This design comes from an exercise in tuning for small area on the open sky130 flow, not from production work.
Function was checked by simulation only, so behaviour that the tests miss may differ from the original.
Power is estimated from default activity; no workload was simulated.

<file path="design/flow/run.sh">
#!/bin/bash
# synth_recipe.tcl (not shown) runs the flow's synth.tcl, then flattens the netlist and writes it again
# the make line also repeats each setting of config.mk as NAME=value (left out here)
make -C /OpenROAD-flow-scripts/flow DESIGN_CONFIG=/design/flow/config.mk WORK_HOME=/design/flow/orfs CLKGATE_MAP_FILE= SYNTH_SCRIPT=/design/flow/synth_recipe.tcl finish
</file>
<file path="design/flow/config.mk">
export PLATFORM = sky130hd
export DESIGN_NAME = asymmetric_fifo_sync
export DESIGN_NICKNAME = asymmetric_fifo_sync
export VERILOG_FILES = /design/flow/design.v
export SDC_FILE = /design/flow/constraint.sdc
export NUM_CORES = 4
export LEC_CHECK = 0
export CAP_MARGIN = 20
export CORE_MARGIN = 2
export CORE_UTILIZATION = 30
export SLEW_MARGIN = 20
</file>
<file path="design/flow/constraint.sdc">
create_clock -name core_clock -period 7.0 [get_ports {clk}]
set_input_delay 1.4000 -clock core_clock [delete_from_list [all_inputs] [get_ports {clk}]]
set_output_delay 1.4000 -clock core_clock [all_outputs]
set_load 0.01 [all_outputs]
</file>
<file path="design/flow/design.v">
package asym_fifo_pkg;
    function automatic int clog2(input int value);
        clog2 = $clog2(value);
    endfunction
    function automatic int minOf(input int a, input int b);
        minOf = (a < b) ? a : b;
    endfunction
    function automatic int maxOf(input int a, input int b);
        maxOf = (a > b) ? a : b;
    endfunction
    function automatic int calcMinW(input int widthW, input int widthR);
        calcMinW = (widthW < widthR) ? widthW : widthR;
    endfunction
    function automatic int calcUnits(input int width, input int widthW, input int widthR);
        calcUnits = width / ((widthW < widthR) ? widthW : widthR);
    endfunction
    function automatic int calcDmin(input int depthW, input int widthW, input int widthR);
        calcDmin = depthW * widthW / ((widthW < widthR) ? widthW : widthR);
    endfunction
endpackage
module asym_sdp_ram
#(
    parameter int WIDTHW = 8,
    parameter int WIDTHR = 32,
    parameter int DMIN   = 1024
) (
    input  logic                   clk,
    input  logic                   wrEn,
    input  logic [asym_fifo_pkg::clog2(DMIN)-1:0] wrAddr,
    input  logic [WIDTHW-1:0]      wrData,
    input  logic                   rdEn,
    input  logic [asym_fifo_pkg::clog2(DMIN)-1:0] rdAddr,
    output logic [WIDTHR-1:0]      rdData
);
    localparam int MINW = asym_fifo_pkg::calcMinW(WIDTHW, WIDTHR);
    localparam int UW   = asym_fifo_pkg::calcUnits(WIDTHW, WIDTHW, WIDTHR);
    localparam int UR   = asym_fifo_pkg::calcUnits(WIDTHR, WIDTHW, WIDTHR);
    localparam int AW   = asym_fifo_pkg::clog2(DMIN);
    logic [MINW-1:0] mem [DMIN];
    logic [AW-1:0]   wrLaneAddr [UW];
    logic [AW-1:0]   rdLaneAddr [UR];
    for (genvar g = 0; g < UW; g++) begin : gWrLane
        assign wrLaneAddr[g] = wrAddr + AW'(g);
    end
    for (genvar g = 0; g < UR; g++) begin : gRdLane
        assign rdLaneAddr[g] = rdAddr + AW'(g);
    end
    always_ff @(posedge clk) begin
        if (wrEn) begin
            for (int i = 0; i < UW; i++) begin
                mem[wrLaneAddr[i]] <= wrData[i*MINW +: MINW];
            end
        end
        if (rdEn) begin
            for (int i = 0; i < UR; i++) begin
                rdData[i*MINW +: MINW] <= mem[rdLaneAddr[i]];
            end
        end
    end
endmodule
module asymmetric_fifo_sync
#(
    parameter int WIDTHW     = 8,
    parameter int WIDTHR     = 32,
    parameter int DEPTHW     = 256,
    parameter int BIG_ENDIAN = 0,
    parameter int AFULL_THR  = 4
) (
    input  logic              clk,
    input  logic              rstn,
    input  logic              clr,
    input  logic              wr_en,
    input  logic [WIDTHW-1:0] din,
    output logic              full,
    output logic              almost_full,
    output logic              overflow,
    input  logic              rd_en,
    output logic [WIDTHR-1:0] dout,
    output logic              dout_valid,
    output logic              empty,
    output logic              underflow,
    output logic [asym_fifo_pkg::clog2(asym_fifo_pkg::calcDmin(DEPTHW, WIDTHW, WIDTHR)):0] level
);
    localparam int MINW = asym_fifo_pkg::calcMinW(WIDTHW, WIDTHR);
    localparam int UW   = asym_fifo_pkg::calcUnits(WIDTHW, WIDTHW, WIDTHR);
    localparam int UR   = asym_fifo_pkg::calcUnits(WIDTHR, WIDTHW, WIDTHR);
    localparam int DMIN = asym_fifo_pkg::calcDmin(DEPTHW, WIDTHW, WIDTHR);
    localparam int AW   = asym_fifo_pkg::clog2(DMIN);
    localparam int PW   = AW + 1;
    localparam logic [PW-1:0] UW_P   = PW'(UW);
    localparam logic [PW-1:0] UR_P   = PW'(UR);
    localparam logic [PW-1:0] DMIN_P = PW'(DMIN);
    localparam logic [31:0]   AFULL_LIM = 32'((AFULL_THR + 1) * UW);
    logic [PW-1:0]     wrPtr, rdPtr, wrPtrNext, rdPtrNext;
    logic [PW-1:0]     levelNext, freeNext;
    logic              wrAccept, rdAccept, doutLoaded;
    logic [WIDTHW-1:0] ramWrData;
    logic [WIDTHR-1:0] ramRdData, ramRdOrdered;
    always_comb begin
        wrAccept  = wr_en & ~full & ~clr;
        rdAccept  = rd_en & ~empty & ~clr;
        wrPtrNext = wrPtr;
        rdPtrNext = rdPtr;
        if (clr) begin
            wrPtrNext = '0;
            rdPtrNext = '0;
        end else begin
            if (wrAccept) wrPtrNext = wrPtr + UW_P;
            if (rdAccept) rdPtrNext = rdPtr + UR_P;
        end
        levelNext = wrPtrNext - rdPtrNext;
        freeNext  = DMIN_P - levelNext;
    end
    always_ff @(posedge clk or negedge rstn) begin
        if (!rstn) begin
            wrPtr       <= '0;
            rdPtr       <= '0;
            level       <= '0;
            full        <= 1'b0;
            almost_full <= 1'b0;
            empty       <= 1'b1;
            overflow    <= 1'b0;
            underflow   <= 1'b0;
            dout_valid  <= 1'b0;
            doutLoaded  <= 1'b0;
        end else begin
            wrPtr       <= wrPtrNext;
            rdPtr       <= rdPtrNext;
            level       <= levelNext;
            full        <= freeNext < UW_P;
            almost_full <= 32'(freeNext) < AFULL_LIM;
            empty       <= levelNext < UR_P;
            overflow    <= wr_en & full & ~clr;
            underflow   <= rd_en & empty & ~clr;
            dout_valid  <= rdAccept;
            doutLoaded  <= doutLoaded | rdAccept;
        end
    end
    for (genvar g = 0; g < UW; g++) begin : gWrOrder
        localparam int SRC = (BIG_ENDIAN != 0) ? (UW - 1 - g) : g;
        assign ramWrData[g*MINW +: MINW] = din[SRC*MINW +: MINW];
    end
    for (genvar g = 0; g < UR; g++) begin : gRdOrder
        localparam int SRC = (BIG_ENDIAN != 0) ? (UR - 1 - g) : g;
        assign ramRdOrdered[g*MINW +: MINW] = ramRdData[SRC*MINW +: MINW];
    end
    asym_sdp_ram #(
        .WIDTHW (WIDTHW),
        .WIDTHR (WIDTHR),
        .DMIN   (DMIN)
    ) uRam (
        .clk    (clk),
        .wrEn   (wrAccept),
        .wrAddr (wrPtr[AW-1:0]),
        .wrData (ramWrData),
        .rdEn   (rdAccept),
        .rdAddr (rdPtr[AW-1:0]),
        .rdData (ramRdData)
    );
    assign dout = doutLoaded ? ramRdOrdered : '0;
endmodule
</file>
==> results.py <==
metrics = {
    "run_status": {
        "status": "complete, no violations",
    },
    "synthesis": {
        "synth_cells": 7661,
        "synth_edf_count": 2080,
        "syn-num-nets": 7695,
        "async_reset_ff_share_pct": 1.608,
        "ys_seq_area_share_pct": 48.36,
        "synth.distinct_cells": 76,
        "ys.warnings.count": 4,
        "synth_seq_cells": 2114,
        "synth.avg_cell_area_um2": 17.09,
        "synth_ff_type": "edfxtp_1",
        "syn-cell-area_um2": 130900,
    },
    "power": {
        "swShare_pct": 28.04,
        "seq_power_share_pct": 44.2,
        "power_density_nw_per_um2": 215.4,
        "p_leak_nw": 42.50,
        "clockPowerShare_pct": 41.4,
        "p_int_mw": 22.87,
        "ir_worst_vdd_v": 0.0002037,
        "switching_power_mw": 8.912,
        "p_comb_share_pct": 14.4,
    },
    "clock_network": {
        "cts-resized-gates": 0,
        "cts.sinks": 2114,
        "cts_root_buf": "clkbuf_16",
        "cts_tree": "done",
        "ctsHoldBuffers": 0,
        "post_cts_buffers": 0,
        "insertion_delay_ns": 0.99,
        "clockBufferDepth": 4,
        "cts-htree-levels": 4,
        "cts_buffers": 236,
        "cts.clk_slew.worst_paths_ns": 0.06,
    },
    "floorplan": {
        "die_h_um": 664.6,
        "fp-row-count": 242,
        "initial_core_util_pct": 30.13,
        "coreArea_um2": 434500,
        "die_area_um2": 441700,
        "pin_count": 60,
        "die_w_um": 664.6,
    },
    "worst_hold_path": {
        "holdPathStages": 2,
        "min_from": "empty",
        "min_to": "underflow",
        "hold_class": "reg -> reg",
    },
    "timing": {
        "relSlewSlack_pct": 9.772,
        "tightestPinTransition_ns": 1.353,
        "rsz0062_at_grt": "false",
        "fin_crit_sh_pct": 78.98,
        "final.setup.tns_ns": 0,
        "slew_violations": 0,
        "hold_viol_final": 0,
        "setup_viol": 0,
        "holdWs_ns": 0.5061,
        "finalClockSkew_ns": 0.09320,
        "max_freq_mhz": 180.9,
        "period_needed_ns": 5.529,
    },
    "drt": {
        "top_layer": "met5",
        "met3_length_mm": 80.30,
        "antenna_left": 0,
        "drtIter0Drc": 17050,
        "first_pass_iters": 8,
        "drc_errors": 0,
        "wl_per_cell_um": 38.85,
        "num_vias": 91670,
        "post_drt_via_cell_ratio": 6.730,
        "routed-wl-met2_mm": 230.1,
        "drt_wl_total_mm": 529.1,
        "m1WireLength_mm": 177.5,
    },
    "job": {
        "max-cap-violations": 0,
    },
    "worst_setup_path": {
        "worstSetupPathType": "reg -> reg",
        "worstPathMaxFanout": 25,
        "crit_path_start_kind": "flop",
        "r2r_slack_ns": 1.47,
        "crit_path_end_kind": "flop",
        "reg2reg_from": "rdPtr[1]",
        "cp_data_arrival_time_ns": 6.16,
        "startpoint": "rdPtr[1]",
        "rr_endpoint": "uRam.rdData[25]",
        "critPathRequiredTime_ns": 7.63,
        "r2r_cells": 12,
    },
    "placement": {
        "place_congestion": 0.9848,
        "io_buffers": 59,
        "place.detailed.hpwl_mm": 353.0,
    },
    "global_routing": {
        "track_usage_pct": 23.18,
        "antenna_found_initial": 48,
        "grt_pass1_wl_mm": 720.9,
        "gr-total-overflow": 0,
        "grt_max_degree": 209,
        "grt_pass1_vias": 85720,
    },
    "finish": {
        "syn2layout_area_growth_pct": 12.74,
        "drive_above_1_share_pct": 39.35,
        "nNetsFinal": 7654,
    },
}
[cells in the final DEF, fill, tap and decap left out, types with 29 or more instances in the layout]
master / synthesis / final
mux4_2: 2159 / 2159
edfxtp_1: 2080 / 2080
nand2_1: 714 / 699
nor2_1: 456 / 424
buf_4: 96 / 342
mux2i_1: 314 / 314
clkbuf_16: 0 / 236
nand3_1: 178 / 177
a21oi_1: 106 / 106
a31oi_1: 76 / 76
diode_2: 0 / 66
and2_1: 63 / 63
o21ai_0: 61 / 61
o22ai_1: 58 / 58
buf_12: 0 / 52
clkinv_2: 0 / 50
clkdlybuf4s50_1: 0 / 50
a211oi_1: 47 / 46
nand4_1: 45 / 45
clkinv_1: 1 / 45
mux2_2: 41 / 41
nor3_1: 42 / 41
clkbuf_1: 278 / 38
bufinv_16: 0 / 37
a32oi_1: 29 / 29
a221oi_1: 29 / 29
[synth_stat cells, drive strengths merged (41+ instances only)]
library cell,n,area (um^2)
mux4,2159,48620
a21oi,106,530.5
mux2,41,461.7
a211oi,48,365.3
edfxtp,2080,62460
nand3,178,890.9
o22ai,58,362.9
clkbuf,278,1044
nor3,42,210.2
buf,462,2461
a31oi,76,475.5
mux2i,314,3143
nand4,45,281.5
nand2,714,2680
o21ai,61,305.3
and2,63,394.1
nor2,457,1723
[flip-flops by register name, indices dropped and copies added, names as in the netlist]
register     flops
almost_full      1
doutLoaded       1
dout_valid       1
empty            1
full             1
level            9
overflow         1
rdPtr            9
uRam.mem      2048
uRam.rdData     32
underflow        1
wrPtr            9
[worst max path at each step]
stage	endpoint	slack, ns	cells past startpoint
final	uRam.rdData[25]	1.47	12
after global routing	uRam.rdData[20]	1.57	7
after CTS	uRam.rdData[20]	1.78	7
after detailed placement	full	1.48	13
after global placement	almost_full	1.38	15
after floorplan	uRam.rdData[10]	2.39	19
[per-stage QoR]
step | power [mW] | instances | util, % | instance area [um^2] | worst slack [ns]
5_1_grt | 32.26 | 13580 | 33.95 | 147500 | 1.567
4_1_cts | 31.63 | 13550 | 33.91 | 147300 | 1.780
3_5_place_dp | 18.69 | 13110 | 32.08 | 139400 | 1.478
3_3_place_gp | 18.69 | 13110 | 32.05 | 139300 | 1.379
6_report | 31.79 | 13620 | 33.97 | 147600 | 1.471
2_1_floorplan | 16.28 | 7661 | - | 130900 | 2.388
[metal layers]
metal | track usage, % | vias to the layer above
li1 | - | 33140
met5 | 0 | -
met4 | 14.92 | 46
met1 | 28.81 | 47880
met3 | 8.784 | 1620
met2 | 33.84 | 8983
[cell families (layout without fill, tap and decap cells)]
kind of cell | after synthesis | after routing | synth area share [%]
DFF | 2114 | 2114 | 48.36
and+or+nand+nor | 1588 | 1588 | 5.187
muxes | 2514 | 2514 | 39.90
other | 0 | 66 | 0
adders and majority gates | 21 | 21 | 0.2064
xor gates and xnor gates | 53 | 53 | 0.3546
AOI/OAI and AO/OA | 600 | 600 | 3.229
buffers and inverters | 771 | 930 | 2.766
[final cells by class]
class	instances	area, um^2
fillers	40820	286900
multi-input cells	4776	64480
flip-flops and latches	2114	63330
well taps	5734	7174
clock buffers	276	6076
repair buffers	461	4373
clock inverters	162	1863
diodes	66	165.2
inverters	31	131.4
[critical path, cell delays in order (launching register included)]
cell and delay, ns:
dfrtp_4 0.64, inv_6 0.27, ha_4 0.26, a21oi_1 0.57
xnor2_2 0.19, buf_4 0.42, nor2_4 0.76, buf_4 0.33
a32oi_1 0.11, nand4_1 0.22, a31oi_1 0.28, nor3_1 0.94
a41oi_1 0.16
[power groups by stage]
stage               Clock [mW]  Combinational [mW]  Sequential (mW)
floorplan                    0                2.02             14.3
global placement             0                4.36             14.3
detailed placement           0                4.36             14.3
CTS                       13.2                4.38             14.1
global route              13.7                4.54             14.1
finish                    13.1                4.57             14.1

==> static timing again, ports no longer ideal <==
How much do the figures lean on ideal ports? The routed layout below was timed once more, with nothing changed but the port constraints. Step 1, drivers: a clkbuf_16 drives clk and a buf_2 each remaining input, both assumed. Step 2 moves the port delays by t, midway between the first and last clock arrival at a register: inputs arrive t later, outputs are due t later. That takes back most of the time a late clock gives input paths. a / b / c = ideal / step 1 / step 2; a / b = the first two.
t (ns): 1.038
setup WS [ns]: 1.471 / 1.471 / 1.417
worst setup path after step 2: input to register
slew at the worst register clock pin (ns): 0.07 / 0.07
worst slew at a driven data input, ns: 0.10
After both steps this run still meets setup and hold. For this run, drivers alone change the setup slack by 0.000 ns; drivers and shift together by -0.054 ns.
